This design comes from an exercise in tuning for small area and few clock cycles on the open sky130 flow, not from production work. At most, simulation tests tie the RTL to the original design; equivalence was not proved.

## rev 12
## image_window_ctrl
module image_window_ctrl
#(
  parameter int IMG_W = 8,
  parameter int IMG_H = 8,
  parameter int DW    = 8
) (
  input  logic                          clk,
  input  logic                          reset,
  input  logic [3:0]                    cmd,
  input  logic                          cmd_valid,
  output logic                          busy,
  output logic                          done,
  output logic                          rom_rd,
  output logic [$clog2(IMG_W*IMG_H)-1:0] rom_addr,
  input  logic [DW-1:0]                 rom_data,
  output logic                          ram_we,
  output logic [$clog2(IMG_W*IMG_H)-1:0] ram_addr,
  output logic [DW-1:0]                 ram_wdata
);
  localparam logic [2:0] X_HOME = 3'(IMG_W / 2 - 1);
  localparam logic [2:0] Y_HOME = 3'(IMG_H / 2 - 1);
  localparam logic [2:0] X_MAX  = 3'(IMG_W - 2);
  localparam logic [2:0] Y_MAX  = 3'(IMG_H - 2);
  localparam logic [5:0] S_LAST = 6'd32;    
  logic [5:0]    s_r, s_nxt_s;
  logic          busy_r, done_r, ld_r, cap_r;
  logic [2:0]    x_r, y_r;
  logic [2:0]    vx_s, vy_s;
  logic [1:0]    ri_s [2];
  logic [1:0]    ci_s [2];
  logic [DW-1:0] v_s [2][2];
  logic [DW-1:0] n_s [2][2];
  logic          acc_s, op_wr_s, ld_end_s, rd_s, wr_s;
  ...
clock: 12.0 ns
lec_check: 0
abc_area: 1
cap_margin: 20
core_margin: 2
core_utilization: 50
place_density: 0.65
slew_margin: 20
standard.sh (not shown) runs the stock make flow with config.mk's settings and CLKGATE_MAP_FILE= SYNTH_SCRIPT=/design/flow/synth_recipe.tcl, a recipe that flattens the netlist after the stock synthesis.
==> flow/flow/run.sh <==
#!/bin/bash
# Own layout flow: the standard ORFS flow (standard.sh) with three changes:
#  - synthesis maps with an area-oriented ABC script (flow/abc_area.script) and without
#    Yosys's full-adder extraction, so ABC sees the adders and comparators as plain logic;
#  - port buffers are the smallest buffer cell;
#  - the clock tree uses larger sink clusters and no dummy loads.
# Registers, their names and cell types are those of the standard synthesis (dfflibmap runs
# before ABC and is unchanged). Each step's output goes to its own log here.
set -euo pipefail
W=$(pwd)
S=$W/scripts_local
rm -rf "$S"
mkdir -p "$S"
cp -r "$FLOW_HOME/scripts/." "$S/"
cp "$W/flow/abc_area.script" "$S/abc_area.script"
VARS=(
  "SCRIPTS_DIR=$S"
  "ADDER_MAP_FILE="
  "BUFFER_PORTS_ARGS=-buffer_cell sky130_fd_sc_hd__buf_1"
  "CTS_ARGS=-sink_clustering_enable -repair_clock_nets -dont_use_dummy_load -sink_clustering_size 25 -sink_clustering_max_diameter 120"
)
bash standard.sh "${VARS[@]}" synth > "$W/log_synth.txt" 2>&1
bash standard.sh "${VARS[@]}" floorplan > "$W/log_floorplan.txt" 2>&1
bash standard.sh "${VARS[@]}" place > "$W/log_place.txt" 2>&1
bash standard.sh "${VARS[@]}" cts > "$W/log_cts.txt" 2>&1
bash standard.sh "${VARS[@]}" finish > "$W/log_finish.txt" 2>&1
test -s "$W/out/final.def"
==> flow/flow/abc_area.script <==
strash
&get -n
&dch
&nf -R 1000
&put
Testbench counts of rev 12, summed over its fixed seeds: cycles 3,880.
> inputs changed (rev 12 -> rev 13)
Settings: CAP_MARGIN: 20 -> 5; CORE_UTILIZATION: 50 -> 65; SLEW_MARGIN: 20 -> 5; PLACE_DENSITY: 0.65 -> 0.8.
--- a/flow/flow/run.sh
+++ b/flow/flow/run.sh
@@ -18,5 +18,5 @@
   "ADDER_MAP_FILE="
   "BUFFER_PORTS_ARGS=-buffer_cell sky130_fd_sc_hd__buf_1"
-  "CTS_ARGS=-sink_clustering_enable -repair_clock_nets -dont_use_dummy_load -sink_clustering_size 25 -sink_clustering_max_diameter 120"
+  "CTS_ARGS=-sink_clustering_enable -repair_clock_nets -dont_use_dummy_load -sink_clustering_size 25 -sink_clustering_max_diameter 120 -root_buf sky130_fd_sc_hd__clkbuf_4 -tree_buf sky130_fd_sc_hd__clkbuf_4"
 )
 bash standard.sh "${VARS[@]}" synth > "$W/log_synth.txt" 2>&1
==> comparison <==
- Per the comparison of rev 13 with rev 12, count of non-filler cells in the finished layout dropped 181, final critical delay including setup and external delays climbed 0.062 ns, post-detailed-placement cell area dropped 2.3%.
- Final-layout worst hold slack of rev 12 is on par with rev 13.
- Wire length: rev 13 lower than rev 12
- Against rev 12 as the reference, rev 13 delivers a higher sequential cell area share.
- Highest clock frequency the design can meet was lower in the run labelled rev 13.
- [rev 13] number of tap cells added at floorplan fell about 24% relative to rev 12
- g_py[1].g_px[0].mem_r[2][7] as the destination of the critical timing path was reported by rev 13, and g_py[1].g_px[1].mem_r[15][7] by rev 12.
- First-pass GRT wire length (lower): rev 13

* * *

image_window_ctrl, a different RTL version from the one above (not shown whole).
For scale: roughly 1,900 cells after synthesis, about 530 flip-flops, about 39 I/O pins, about 24,000 um2 of cells after synthesis.
clock: 12.0 ns
lec_check: 0
abc_area: 1
cap_margin: 20
core_margin: 2
core_utilization: 50
cts_buf_list: sky130_fd_sc_hd__clkbuf_4
cts_cluster_size: 20
place_density: 0.65
slew_margin: 20
run.sh (not shown) runs the stock make flow with config.mk's settings and CLKGATE_MAP_FILE= SYNTH_SCRIPT=/design/flow/synth_recipe.tcl, a recipe that flattens the netlist after the stock synthesis.
Stock flow here: none of the scripts above is used.
Rerun with:
Settings changed: CTS_BUF_LIST sky130_fd_sc_hd__clkbuf_4 to sky130_fd_sc_hd__clkbuf_8, CTS_CLUSTER_SIZE 20 to 30.
Cell area shrinks by about 0.4%.
Global-route usage shrinks by 0.37 points.
Synthesized cell count stays the same.
Setup slack degrades by 0.070 ns.
First-iteration DRC count shrinks by 2.5%.
Utilization shrinks by 0.23 points.
Via count shrinks by about 2.4%.
Non-clock buffer count stays the same.
Fmax shrinks by about 0.7%.
Function was not checked in any run of this note: the RTL went through the layout flow alone.

* * *

image_window_ctrl with an RTL version that a note above also has.
Size in the first run: roughly 1500 cells after synthesis, roughly 39 I/O pins, ~22000 µm² of cells after synthesis.
==> flow/config.mk <==
export PLATFORM = sky130hd
export DESIGN_NAME = image_window_ctrl
export DESIGN_NICKNAME = image_window_ctrl
export VERILOG_FILES = /design/flow/design.v
export SDC_FILE = /design/flow/constraint.sdc
export NUM_CORES = 4
export LEC_CHECK = 0
export ABC_AREA = 1
export CAP_MARGIN = 5
export CORE_MARGIN = 2
export CORE_UTILIZATION = 50
export PLACE_DENSITY = 0.65
export SLEW_MARGIN = 5
==> flow/constraint.sdc <==
create_clock -name core_clock -period 12.0 [get_ports {clk}]
set_input_delay 2.4000 -clock core_clock [delete_from_list [all_inputs] [get_ports {clk}]]
set_output_delay 2.4000 -clock core_clock [all_outputs]
set_load 0.01 [all_outputs]
standard.sh (not shown) runs the stock make flow with config.mk's settings and CLKGATE_MAP_FILE= SYNTH_SCRIPT=/design/flow/synth_recipe.tcl, a recipe that flattens the netlist after the stock synthesis.
==> flow/flow/run.sh <==
#!/bin/bash
# Own layout flow: the standard ORFS flow (standard.sh) with three changes:
#  - synthesis maps with an area-oriented ABC script (flow/abc_area.script) and without
#    Yosys's full-adder extraction, so ABC sees the adders and comparators as plain logic;
#  - port buffers are the smallest buffer cell;
#  - the clock tree uses larger sink clusters and no dummy loads.
# Registers, their names and cell types are those of the standard synthesis (dfflibmap runs
# before ABC and is unchanged). Each step's output goes to its own log here.
set -euo pipefail
W=$(pwd)
S=$W/scripts_local
rm -rf "$S"
mkdir -p "$S"
cp -r "$FLOW_HOME/scripts/." "$S/"
cp "$W/flow/abc_area.script" "$S/abc_area.script"
VARS=(
  "SCRIPTS_DIR=$S"
  "ADDER_MAP_FILE="
  "BUFFER_PORTS_ARGS=-buffer_cell sky130_fd_sc_hd__buf_1"
  "CTS_ARGS=-sink_clustering_enable -repair_clock_nets -dont_use_dummy_load -sink_clustering_size 25 -sink_clustering_max_diameter 120 -root_buf sky130_fd_sc_hd__clkbuf_4 -tree_buf sky130_fd_sc_hd__clkbuf_4"
)
bash standard.sh "${VARS[@]}" synth > "$W/log_synth.txt" 2>&1
bash standard.sh "${VARS[@]}" floorplan > "$W/log_floorplan.txt" 2>&1
bash standard.sh "${VARS[@]}" place > "$W/log_place.txt" 2>&1
bash standard.sh "${VARS[@]}" cts > "$W/log_cts.txt" 2>&1
bash standard.sh "${VARS[@]}" finish > "$W/log_finish.txt" 2>&1
test -s "$W/out/final.def"
==> flow/flow/abc_area.script <==
strash
&get -n
&dch
&nf -R 1000
&put
topo
stime -c
upsize -c
dnsize -c
The baseline produced a clean layout.
Testbench counts at the start, summed over its fixed seeds: cycles 3,880.
Edit:
--- a/flow/flow/run.sh
+++ b/flow/flow/run.sh
@@ -6 +6,2 @@
-#  - the clock tree uses larger sink clusters and no dummy loads.
+#  - the clock tree uses small clock buffers, sink clusters of up to 15 registers and no
+#    dummy loads.
@@ -20 +21 @@
-  "CTS_ARGS=-sink_clustering_enable -repair_clock_nets -dont_use_dummy_load -sink_clustering_size 25 -sink_clustering_max_diameter 120 -root_buf sky130_fd_sc_hd__clkbuf_4 -tree_buf sky130_fd_sc_hd__clkbuf_4"
+  "CTS_ARGS=-sink_clustering_enable -repair_clock_nets -dont_use_dummy_load -buf_list sky130_fd_sc_hd__clkbuf_8 -sink_clustering_size 15 -sink_clustering_max_diameter 80 -root_buf sky130_fd_sc_hd__clkbuf_4 -tree_buf sky130_fd_sc_hd__clkbuf_4"
==> flow/flow/abc_area.script (replaced) <==
strash
&get -n
&dch
&nf -R 1000
&put
--- a/flow/config.mk
+++ b/flow/config.mk
@@ -9 +9 @@
-export CAP_MARGIN = 5
+export CAP_MARGIN = 10
@@ -11,2 +11,3 @@
-export CORE_UTILIZATION = 50
-export PLACE_DENSITY = 0.65
+export CORE_UTILIZATION = 65
+export GPL_TIMING_DRIVEN = 0
+export PLACE_DENSITY = 0.8
- The new run ran to the end with no violations
- global-route usage grows by 4.6 points
- critical path depth grows by 1
- area after synthesis shrinks by 0.85%
- wire length shrinks by 9.2%
Edit:
--- a/flow/flow/run.sh
+++ b/flow/flow/run.sh
@@ -6,2 +6 @@
-#  - the clock tree uses small clock buffers, sink clusters of up to 15 registers and no
-#    dummy loads.
+#  - the clock tree uses larger sink clusters and no dummy loads.
@@ -21 +20 @@
-  "CTS_ARGS=-sink_clustering_enable -repair_clock_nets -dont_use_dummy_load -buf_list sky130_fd_sc_hd__clkbuf_8 -sink_clustering_size 15 -sink_clustering_max_diameter 80 -root_buf sky130_fd_sc_hd__clkbuf_4 -tree_buf sky130_fd_sc_hd__clkbuf_4"
+  "CTS_ARGS=-sink_clustering_enable -repair_clock_nets -dont_use_dummy_load -sink_clustering_size 25 -sink_clustering_max_diameter 120 -root_buf sky130_fd_sc_hd__clkbuf_4 -tree_buf sky130_fd_sc_hd__clkbuf_4"
==> flow/flow/abc_area.script (replaced) <==
strash
&get -n
&dc2
&dch -f
&nf -R 1000
&put
topo
stime -c
upsize -c
dnsize -c
--- a/flow/config.mk
+++ b/flow/config.mk
@@ -9 +9 @@
-export CAP_MARGIN = 10
+export CAP_MARGIN = 15
@@ -12 +11,0 @@
-export GPL_TIMING_DRIVEN = 0
@@ -14 +13 @@
-export SLEW_MARGIN = 5
+export SLEW_MARGIN = 10
The new run passed the timing, DRC and antenna checks. Clock skew is lower by 20 ps. First-iteration DRC count is higher by well over a third. Design area is higher slightly. Clock-buffer cell count is lower by 16.
Edit:
--- a/flow/flow/run.sh
+++ b/flow/flow/run.sh
@@ -6 +6,2 @@
-#  - the clock tree uses larger sink clusters and no dummy loads.
+#  - the clock tree uses small clock buffers, sink clusters of up to 15 registers and no
+#    dummy loads.
@@ -20 +21 @@
-  "CTS_ARGS=-sink_clustering_enable -repair_clock_nets -dont_use_dummy_load -sink_clustering_size 25 -sink_clustering_max_diameter 120 -root_buf sky130_fd_sc_hd__clkbuf_4 -tree_buf sky130_fd_sc_hd__clkbuf_4"
+  "CTS_ARGS=-sink_clustering_enable -repair_clock_nets -dont_use_dummy_load -buf_list sky130_fd_sc_hd__clkbuf_8 -sink_clustering_size 15 -sink_clustering_max_diameter 80 -root_buf sky130_fd_sc_hd__clkbuf_4 -tree_buf sky130_fd_sc_hd__clkbuf_4"
==> flow/flow/abc_area.script (replaced) <==
strash
&get -n
&dch
&nf -R 1000
&put
--- a/flow/config.mk
+++ b/flow/config.mk
@@ -9 +9 @@
-export CAP_MARGIN = 15
+export CAP_MARGIN = 10
@@ -13 +13 @@
-export SLEW_MARGIN = 10
+export SLEW_MARGIN = 5
First-iteration DRC count decreases by a quarter to a third. Core utilization barely changes. Global-route usage is lower by 1.5 points. Die area stays flat. Worst setup slack got worse by 1800 ps. Final area barely changes.

* * *

Setup of north:
image_window_ctrl again, from the RTL that the note above started with.
Design image_window_ctrl, start of the top module:
module image_window_ctrl
#(
  parameter int IMG_W = 8,
  parameter int IMG_H = 8,
  parameter int DW    = 8
) (
  input  logic                          clk,
  input  logic                          reset,
  input  logic [3:0]                    cmd,
  input  logic                          cmd_valid,
  output logic                          busy,
  output logic                          done,
  output logic                          rom_rd,
  output logic [$clog2(IMG_W*IMG_H)-1:0] rom_addr,
  input  logic [DW-1:0]                 rom_data,
  output logic                          ram_we,
  output logic [$clog2(IMG_W*IMG_H)-1:0] ram_addr,
  output logic [DW-1:0]                 ram_wdata
);
export LEC_CHECK = 0
export ABC_AREA = 1
export CAP_MARGIN = 5
export CORE_MARGIN = 2
export CORE_UTILIZATION = 80
export PLACE_DENSITY = 0.9
export SLEW_MARGIN = 5
create_clock -name core_clock -period 12.0 [get_ports {clk}]
==> flow/flow/run.sh <==
#!/bin/bash
# Own layout flow: the standard ORFS flow (standard.sh) with three changes:
#  - synthesis maps with an area-oriented ABC script (flow/abc_area.script) and without
#    Yosys's full-adder extraction, so ABC sees the adders and comparators as plain logic;
#  - port buffers are the smallest buffer cell;
#  - the clock tree uses larger sink clusters and no dummy loads.
# Registers, their names and cell types are those of the standard synthesis (dfflibmap runs
# before ABC and is unchanged). Each step's output goes to its own log here.
set -euo pipefail
W=$(pwd)
S=$W/scripts_local
rm -rf "$S"
mkdir -p "$S"
cp -r "$FLOW_HOME/scripts/." "$S/"
cp "$W/flow/abc_area.script" "$S/abc_area.script"
VARS=(
  "SCRIPTS_DIR=$S"
  "ADDER_MAP_FILE="
  "BUFFER_PORTS_ARGS=-buffer_cell sky130_fd_sc_hd__buf_1"
  "CTS_ARGS=-sink_clustering_enable -repair_clock_nets -dont_use_dummy_load -sink_clustering_size 25 -sink_clustering_max_diameter 120 -root_buf sky130_fd_sc_hd__clkbuf_4 -tree_buf sky130_fd_sc_hd__clkbuf_4"
)
bash standard.sh "${VARS[@]}" synth > "$W/log_synth.txt" 2>&1
bash standard.sh "${VARS[@]}" floorplan > "$W/log_floorplan.txt" 2>&1
bash standard.sh "${VARS[@]}" place > "$W/log_place.txt" 2>&1
bash standard.sh "${VARS[@]}" cts > "$W/log_cts.txt" 2>&1
bash standard.sh "${VARS[@]}" finish > "$W/log_finish.txt" 2>&1
test -s "$W/out/final.def"
==> flow/flow/abc_area.script <==
strash
&get -n
&dch
&nf -R 1000
&put
topo
stime -c
upsize -c
dnsize -c
north: all stages complete, timing, DRC and antenna checks passed
Testbench counts of north, summed over its fixed seeds: cycles 3,880.
Input changes introduced in south (baseline for comparison: north):
- changing CORE_UTILIZATION from 80 to 50
- changing PLACE_DENSITY from 0.9 to 0.65
==> flow/flow/abc_area.script <==
strash
&get -n
&dch
&nf -R 1000
&put
[summary]
Relative to north, the total track usage of south is lower by 18 points. Compared south vs north, and post-synthesis to final-layout area growth is up in south. | critical path depth | higher: south |. From north to south the numbers moved as follows: least setup slack across all paths after layout fell 1.17 ns; met1 layer usage reported by global route saw a decrease; starting density of the core fell 31 points. south vs north, start point of the critical path: busy_r vs s_r[0]. Going from north to south, maximum frequency shrank by more than 10%.

==> port drivers added, routing unchanged <==
The results above use ideal ports. As a check the final layouts listed here were re-extracted and re-timed, cells and wires unchanged.
Step 1 sets driving cells, clkbuf_16 on the clock port and buf_2 on the other inputs (assumed; they add their load-dependent delay and slew).
Step 2 times the ports against the registers' clock, not the clock port: input delays grow and output delays shrink by t, the midpoint of the rising clock arrivals with the driver on.
Slacks: ideal ports / drivers / drivers and shift; pairs: ideal ports / drivers.
run	t, ns	setup WS [ns]	worst register clock-pin slew, ns	pins driven straight from the clock port
rev 12	0.615	0.785 / 0.785 / 0.785	0.10 / 0.10	1
rev 13	0.891	0.724 / 0.724 / 0.724	0.11 / 0.11	1
the first run of note 2	0.997	2.226 / 2.226 / 2.226	0.07 / 0.07	1
the second run of note 2	0.716	2.156 / 2.156 / 2.156	0.07 / 0.07	1
the first run of note 3	0.932	2.152 / 2.152 / 2.152	0.11 / 0.11	1
the second run of note 3	0.746	0.461 / 0.461 / 0.461	0.11 / 0.11	1
the third run of note 3	0.891	2.423 / 2.423 / 2.423	0.10 / 0.10	1
the fourth run of note 3	0.787	0.642 / 0.642 / 0.642	0.11 / 0.11	1
north	0.888	1.992 / 1.992 / 1.992	0.12 / 0.12	1
south	0.918	0.825 / 0.825 / 0.825	0.11 / 0.11	1
After both steps every run listed still meets setup and hold.
